From an optimization exercise on the open Yosys and OpenROAD flow, aimed at a short achievable clock period and few clock cycles; shortcuts taken in it are not production practice.
In this exercise RTL edits were held to simulation tests only and were not proved equivalent to the original.
Power is estimated from default activity; no workload was simulated.

### flow/config.mk
export PLATFORM = sky130hd
export DESIGN_NAME = mips_multicycle_core
export DESIGN_NICKNAME = mips_multicycle_core
export VERILOG_FILES = /design/flow/design.v
export SDC_FILE = /design/flow/constraint.sdc
export NUM_CORES = 4
export LEC_CHECK = 0
export CAP_MARGIN = 20
export CORE_MARGIN = 2
export CORE_UTILIZATION = 25
export PLACE_DENSITY = 0.4
export SLEW_MARGIN = 20
### flow/constraint.sdc
create_clock -name core_clock -period 6.5 [get_ports {clk}]
set_input_delay 1.3000 -clock core_clock [delete_from_list [all_inputs] [get_ports {clk}]]
set_output_delay 1.3000 -clock core_clock [all_outputs]
set_load 0.01 [all_outputs]
### flow/design.v
`default_nettype none
module mips_multicycle_core #(
    parameter logic [31:0] RESET_PC        = 32'h0000_0000,
    parameter bit          HALT_ON_ILLEGAL = 1'b1,
    parameter int unsigned WAIT_LIMIT      = 0
) (
    input  logic        clk,
    input  logic        rst_n,
    output logic        imem_req,
    output logic [31:0] imem_addr,
    input  logic [31:0] imem_rdata,
    input  logic        imem_ready,
    output logic        dmem_req,
    output logic        dmem_we,
    output logic [31:0] dmem_addr,
    output logic [31:0] dmem_wdata,
    input  logic [31:0] dmem_rdata,
    input  logic        dmem_ready,
    output logic [31:0] pc,
    output logic        retire,
    output logic        halted
);
    localparam logic [5:0] OP_RTYPE = 6'h00;
    localparam logic [5:0] OP_J     = 6'h02;
    localparam logic [5:0] OP_BEQ   = 6'h04;
    localparam logic [5:0] OP_BNE   = 6'h05;
    localparam logic [5:0] OP_ADDI  = 6'h08;
    localparam logic [5:0] OP_LW    = 6'h23;
    localparam logic [5:0] OP_SW    = 6'h2B;
    localparam logic [5:0] FN_ADD   = 6'h20;
    localparam logic [5:0] FN_SUB   = 6'h22;
    localparam logic [5:0] FN_AND   = 6'h24;
    localparam logic [5:0] FN_OR    = 6'h25;
    localparam logic [5:0] FN_SLT   = 6'h2A;
    localparam bit          WAIT_EN   = (WAIT_LIMIT != 0);
    localparam logic [31:0] WAIT_LAST = 32'(WAIT_LIMIT) - 32'd1;
    typedef enum logic [2:0] {
        S_FETCH  = 3'd0,
        S_DECODE = 3'd1,
        S_EXEC   = 3'd2,
        S_MEM    = 3'd3,
        S_WB     = 3'd4,
        S_HALT   = 3'd5
    } state_t;
    state_t      state_q, state_d;
    logic [31:0] pc_q, pc_d;
    logic [31:0] ir_q, ir_d;
    logic [31:0] a_q, a_d;
    logic [31:0] b_q, b_d;
    logic [31:0] alu_q, alu_d;
    logic [31:0] mdr_q, mdr_d;
    logic [31:0] target_q, target_d;
    logic [31:0] wait_q, wait_d;
    logic        imem_req_q, imem_req_d;
    logic        dmem_req_q, dmem_req_d;
    logic        dmem_we_q, dmem_we_d;
    logic        halted_q, halted_d;
    logic [31:0] regs_q [0:31];
    logic        rf_we;
    logic [4:0]  rf_waddr;
    logic [31:0] rf_wdata;
    logic [5:0]  op, funct;
    logic [4:0]  rs, rt, rd;
    logic [15:0] imm16;
    logic [31:0] imm_sext, pc_plus4, alu_b, alu_res;
    logic        legal, wait_hit;
    assign op       = ir_q[31:26];
    assign rs       = ir_q[25:21];
    assign rt       = ir_q[20:16];
    assign rd       = ir_q[15:11];
    assign funct    = ir_q[5:0];
    assign imm16    = ir_q[15:0];
    assign imm_sext = {{16{imm16[15]}}, imm16};
    assign pc_plus4 = pc_q + 32'd4;
    assign wait_hit = WAIT_EN && (wait_q == WAIT_LAST);
    assign imem_req   = imem_req_q;
    assign imem_addr  = pc_q;
    assign dmem_req   = dmem_req_q;
    assign dmem_we    = dmem_we_q;
    assign dmem_addr  = alu_q;
    assign dmem_wdata = b_q;
    assign pc         = pc_q;
    assign halted     = halted_q;
    always_comb begin
        legal = 1'b0;
        case (op)
            OP_RTYPE: legal = (funct == FN_ADD) || (funct == FN_SUB) || (funct == FN_AND) ||
                              (funct == FN_OR)  || (funct == FN_SLT);
            OP_J, OP_BEQ, OP_BNE, OP_ADDI, OP_LW, OP_SW: legal = 1'b1;
            default: legal = 1'b0;
        endcase
        alu_b   = (op == OP_RTYPE) ? b_q : imm_sext;
        alu_res = a_q + alu_b;
        if (op == OP_RTYPE) begin
            case (funct)
                FN_SUB:  alu_res = a_q - alu_b;
                FN_AND:  alu_res = a_q & alu_b;
                FN_OR:   alu_res = a_q | alu_b;
                FN_SLT:  alu_res = {31'd0, $signed(a_q) < $signed(alu_b)};
                default: alu_res = a_q + alu_b;
            endcase
        end
    end
    always_comb begin
        state_d  = state_q;
        pc_d     = pc_q;
        ir_d     = ir_q;
        a_d      = a_q;
        b_d      = b_q;
        alu_d    = alu_q;
        mdr_d    = mdr_q;
        target_d = target_q;
        wait_d   = 32'd0;
        retire   = 1'b0;
        rf_we    = 1'b0;
        rf_waddr = 5'd0;
        rf_wdata = 32'd0;
        case (state_q)
            S_FETCH: begin
                if (imem_req_q && imem_ready) begin
                    ir_d    = imem_rdata;
                    state_d = S_DECODE;
                end else if (imem_req_q && WAIT_EN) begin
                    if (wait_hit) state_d = S_HALT;
                    else          wait_d  = wait_q + 32'd1;
                end
            end
            S_DECODE: begin
                a_d      = regs_q[rs];
                b_d      = regs_q[rt];
                target_d = pc_plus4 + {imm_sext[29:0], 2'b00};
                if (!legal) begin
                    if (HALT_ON_ILLEGAL) begin
                        state_d = S_HALT;
                    end else begin
                        pc_d    = pc_plus4;
                        retire  = 1'b1;
                        state_d = S_FETCH;
                    end
                end else if (op == OP_J) begin
                    pc_d    = {pc_plus4[31:28], ir_q[25:0], 2'b00};
                    retire  = 1'b1;
                    state_d = S_FETCH;
                end else begin
                    state_d = S_EXEC;
                end
            end
            S_EXEC: begin
                alu_d = alu_res;
                if (op == OP_BEQ || op == OP_BNE) begin
                    pc_d    = ((a_q == b_q) != (op == OP_BNE)) ? target_q : pc_plus4;
                    retire  = 1'b1;
                    state_d = S_FETCH;
                end else if (op == OP_LW || op == OP_SW) begin
                    state_d = (alu_res[1:0] != 2'b00) ? S_HALT : S_MEM;
                end else begin
                    state_d = S_WB;
                end
            end
            S_MEM: begin
                if (dmem_req_q && dmem_ready) begin
                    if (op == OP_SW) begin
                        pc_d    = pc_plus4;
                        retire  = 1'b1;
                        state_d = S_FETCH;
                    end else begin
                        mdr_d   = dmem_rdata;
                        state_d = S_WB;
                    end
                end else if (WAIT_EN) begin
                    if (wait_hit) state_d = S_HALT;
                    else          wait_d  = wait_q + 32'd1;
                end
            end
            S_WB: begin
                rf_we    = 1'b1;
                rf_waddr = (op == OP_RTYPE) ? rd : rt;
                rf_wdata = (op == OP_LW) ? mdr_q : alu_q;
                pc_d     = pc_plus4;
                retire   = 1'b1;
                state_d  = S_FETCH;
            end
            default: state_d = S_HALT;
        endcase
        imem_req_d = (state_d == S_FETCH);
        dmem_req_d = (state_d == S_MEM);
        dmem_we_d  = (state_d == S_MEM) && (op == OP_SW);
        halted_d   = (state_d == S_HALT);
    end
    always_ff @(posedge clk or negedge rst_n) begin
        if (!rst_n) begin
            state_q    <= S_FETCH;
            pc_q       <= RESET_PC;
            ir_q       <= 32'd0;
            a_q        <= 32'd0;
            b_q        <= 32'd0;
            alu_q      <= 32'd0;
            mdr_q      <= 32'd0;
            target_q   <= 32'd0;
            wait_q     <= 32'd0;
            imem_req_q <= 1'b0;
            dmem_req_q <= 1'b0;
            dmem_we_q  <= 1'b0;
            halted_q   <= 1'b0;
        end else begin
            state_q    <= state_d;
            pc_q       <= pc_d;
            ir_q       <= ir_d;
            a_q        <= a_d;
            b_q        <= b_d;
            alu_q      <= alu_d;
            mdr_q      <= mdr_d;
            target_q   <= target_d;
            wait_q     <= wait_d;
            imem_req_q <= imem_req_d;
            dmem_req_q <= dmem_req_d;
            dmem_we_q  <= dmem_we_d;
            halted_q   <= halted_d;
        end
    end
    always_ff @(posedge clk or negedge rst_n) begin
        if (!rst_n) begin
            for (int i = 0; i < 32; i++) regs_q[i] <= 32'd0;
        end else if (rf_we && (rf_waddr != 5'd0)) begin
            regs_q[rf_waddr] <= rf_wdata;
        end
    end
endmodule
`default_nettype wire
### flow/run.sh
#!/bin/bash
# synth_recipe.tcl (not shown) runs the flow's synth.tcl, then flattens the netlist and writes it again
# the make line also repeats each setting of config.mk as NAME=value (left out here)
make -C /OpenROAD-flow-scripts/flow DESIGN_CONFIG=/design/flow/config.mk WORK_HOME=/design/flow/orfs CLKGATE_MAP_FILE= SYNTH_SCRIPT=/design/flow/synth_recipe.tcl finish
==> out/results.tsv <==
metric	value	unit
max-cap-violations	0	
synth_seq_cells	1255	
power	17.1	mW
cts_sinks	1255	
end_kind	flip-flop	
cts_buffers	153	
crit_required	7200	ps
avgSynthCellArea	9.23	µm²
arrival	6060	ps
layout.area.seq	31400	µm²
clk_pin_slew	60	ps
start_util	25.1	%
clkLatencyLatePin	850	ps
routedWlPerCell	36.4	µm
final_common_cell	dfrtp_1	
hpwl	229000	µm
drt-total-wl	378000	µm
num_rows	186	
drive_above_1_share	10.3	%
criticalPathCategory	reg -> reg	
synth_edf_count	0	
post-route-period-util	82.4	%
gp_congestion	0.891	
drc	0	
ys_async_sr_fraction	100	%
place_inst	10100	
grt_pass1_vias	58200	
rsz0062_at_grt	no	
clockBufferDepth	3	
tightest_slew	1310	ps
finalSetupViolations	0	
detail_route.vias_per_cell	5.91	
ant_nets	0	
slew_violations	0	
design.die.area	262000	µm²
status	complete, no violations	
yosysUniqueCellTypes	89	
htreeDepth	4	
period_minus_slack	5360	ps
cts-resized-gates	0	
io_pins	201	
cp_max_fo	15	
hold_viol_final	0	
max_stage_delay	600	ps
die_w	511	µm
syn_area	64400	µm²
synthToLayoutAreaGrowth	17.9	%
hold_ws	408	ps
port_buffers	200	
yosysWarnings	2	
num-fill-cells	26900	
antenna_found_initial	33	
root_buffer	clkbuf_16	
cp_slowest_cell	or4_4	
start_kind	flip-flop	
max-vdd-ir-drop	266	µV
dr_total_vias	61400	
max-slew-margin-rel	12.9	%
grt_pass1_wl	513000	µm
cts_tree	built	
grtUsageTotal	28.0	%
synth_fp_nets	7171	
core	256000	µm²
cts_setup_buffers	0	
clock.fmax	187	MHz
nets	7061	
layout_common_cells	dfrtp_1 (1254), nand2_1 (1244), o21ai_0 (1064)	
p_leak	31.1	nW
layoutNonFillerInstCount	10400	
hold_buffers	0	
grt_max_degree	161	
grt_overflow	0	
cp_cell_sequence	or4_4, nor3_4, buf_12, mux2_2, fa_1, o21ba_2, nor4_1, o31ai_1, a2111o_1, a21oi_1, nor2_1, nor3_1, o41ai_1, o32a_1	
die_h	511	µm
clock_skew	41.6	ps
min_path_type	reg -> reg	
drt_iter0_markers	8211	
fin_setup_tns	0	ps
first_pass_iters	6	
seq_area_frac_synth	48.8	%
powerDensity	225	nW/µm²
multiInputGateArea	30600	µm²
ys.flop_type	dfrtp_1	
syn_inst	6973	
[per-stage QoR]
step           cell area, µm²  worst slack [ps]  util, %
2_1_floorplan           64400              1700        -
3_3_place_gp            70700              1210     27.6
3_5_place_dp            70700              1220     27.6
4_1_cts                 75900              1180     29.6
5_1_grt                 75900               927     29.6
6_report                75900              1140     29.6
[kinds of logic (layout without fill, tap and decap cells)]
| group | count (synthesis) | after routing | synth area share [%] |
|---|---|---|---|
| xor gates and xnor gates | 99 | 99 | 1.35 |
| other | 0 | 14 | 0 |
| AOI/OAI and AO/OA | 2657 | 2657 | 27.5 |
| and+or+nand+nor | 1927 | 1927 | 12.9 |
| DFF | 1255 | 1255 | 48.8 |
| adders and majority gates | 130 | 130 | 2.56 |
| buffers and inverters | 790 | 801 | 4.90 |
| muxes | 115 | 115 | 1.99 |
[cell usage after synthesis (94+ instances only)]
master,count,share of area (%)
nand2_1,1264,7.4
dfrtp_1,1255,49
o21ai_0,1064,8.3
clkbuf_1,573,3.3
a221oi_1,381,5.2
a22o_1,347,4.7
a22oi_1,263,3.1
nor2_1,226,1.3
a21oi_1,191,1.5
nand4_1,156,1.5
ha_1,127,2.5
inv_1,109,0.64
o21ai_1,95,0.74
mux2_2,94,1.6
[cell type report]
cell class | count | share of cell area, %
Inverter | 109 | 0.539
Clock buffer | 224 | 5.84
Clock inverter | 52 | 0.944
Sequential cell | 1255 | 41.4
Tap cell | 3384 | 5.58
Timing Repair Buffer | 416 | 5.32
Antenna cell | 14 | 0.0461
Multi-Input combinational cell | 4928 | 40.4
[flip-flops by register name, indices dropped and copies added (netlist names)]
| name | count |
|---|---|
| pc_q | 32 |
| ir_q | 32 |
| dmem_req_q | 1 |
| halted_q | 1 |
| b_q | 32 |
| imem_req_q | 1 |
| a_q | 32 |
| mdr_q | 32 |
| dmem_we_q | 1 |
| regs_q | 1024 |
| state_q | 3 |
| target_q | 32 |
| alu_q | 32 |
[path summary, 6_finish.rpt]
path / endpoint / from / slack, ps / cells past startpoint
worst max register to register: alu_q[26] / ir_q[29] / 1140 / 14
worst min-delay path: regs_q[0][18] / regs_q[0][18] / 410 / 0
worst min register to register: regs_q[0][18] / regs_q[0][18] / 410 / 0
worst max-delay path: alu_q[26] / ir_q[29] / 1140 / 14
max in group asynchronous: regs_q[17][13] / rst_n / 4430 / 2
min in group asynchronous: regs_q[17][0] / rst_n / 440 / 1
[power breakdown]
group          internal, mW  total (mW)  switching [mW]
clock                  5.24        9.06            3.82
sequential             7.81        7.81               0
combinational        0.0494       0.231           0.182
total                  13.1        17.1            4.00
[critical path: cells and delay by family, from the launching register on]
| family | cells | cell delay (ps) |
|---|---|---|
| simple gates | 5 | 1900 |
| compound gates | 6 | 1770 |
| flops | 1 | 480 |
| fa+ha+maj | 1 | 440 |
| mux | 1 | 400 |
| buf+inv | 1 | 250 |
[routing by layer]
| metal | vias up | wire length (µm) | share of wire, % | GRT usage, % |
|---|---|---|---|---|
| li1 | 25400 | - | - | - |
| met1 | 31000 | 153000 | 41 | 36.0 |
| met2 | 3839 | 166000 | 44 | 42.9 |
| met3 | 1119 | 35200 | 9.3 | 7.27 |
| met4 | 14 | 23100 | 6.1 | 14.9 |
| met5 | - | 348 | 0.092 | 0.146 |
Testbench counts, summed over its fixed seeds: cycles 102,033.

what the ideal ports hide:
No port has a modelled driver above. Below, the same layout with a new extraction and two added sets of constraints.
Step 1 assumes that a clkbuf_16 drives the clock port and a buf_2 every other input.
Step 2 also shifts input and output timing later by t, the mid clock arrival at the registers, as if the neighbouring blocks saw the same clock.
Three values: ideal, step 1, step 2; two values: the first two.
t (ns): 0.920
slack for setup (ns): 1.144 / 1.144 / 1.144
cell pins on the clock port's net: 1
After both steps setup and hold are still met in this run. For this run, drivers alone change the setup slack by 0.000 ns; drivers and shift together by 0.000 ns.
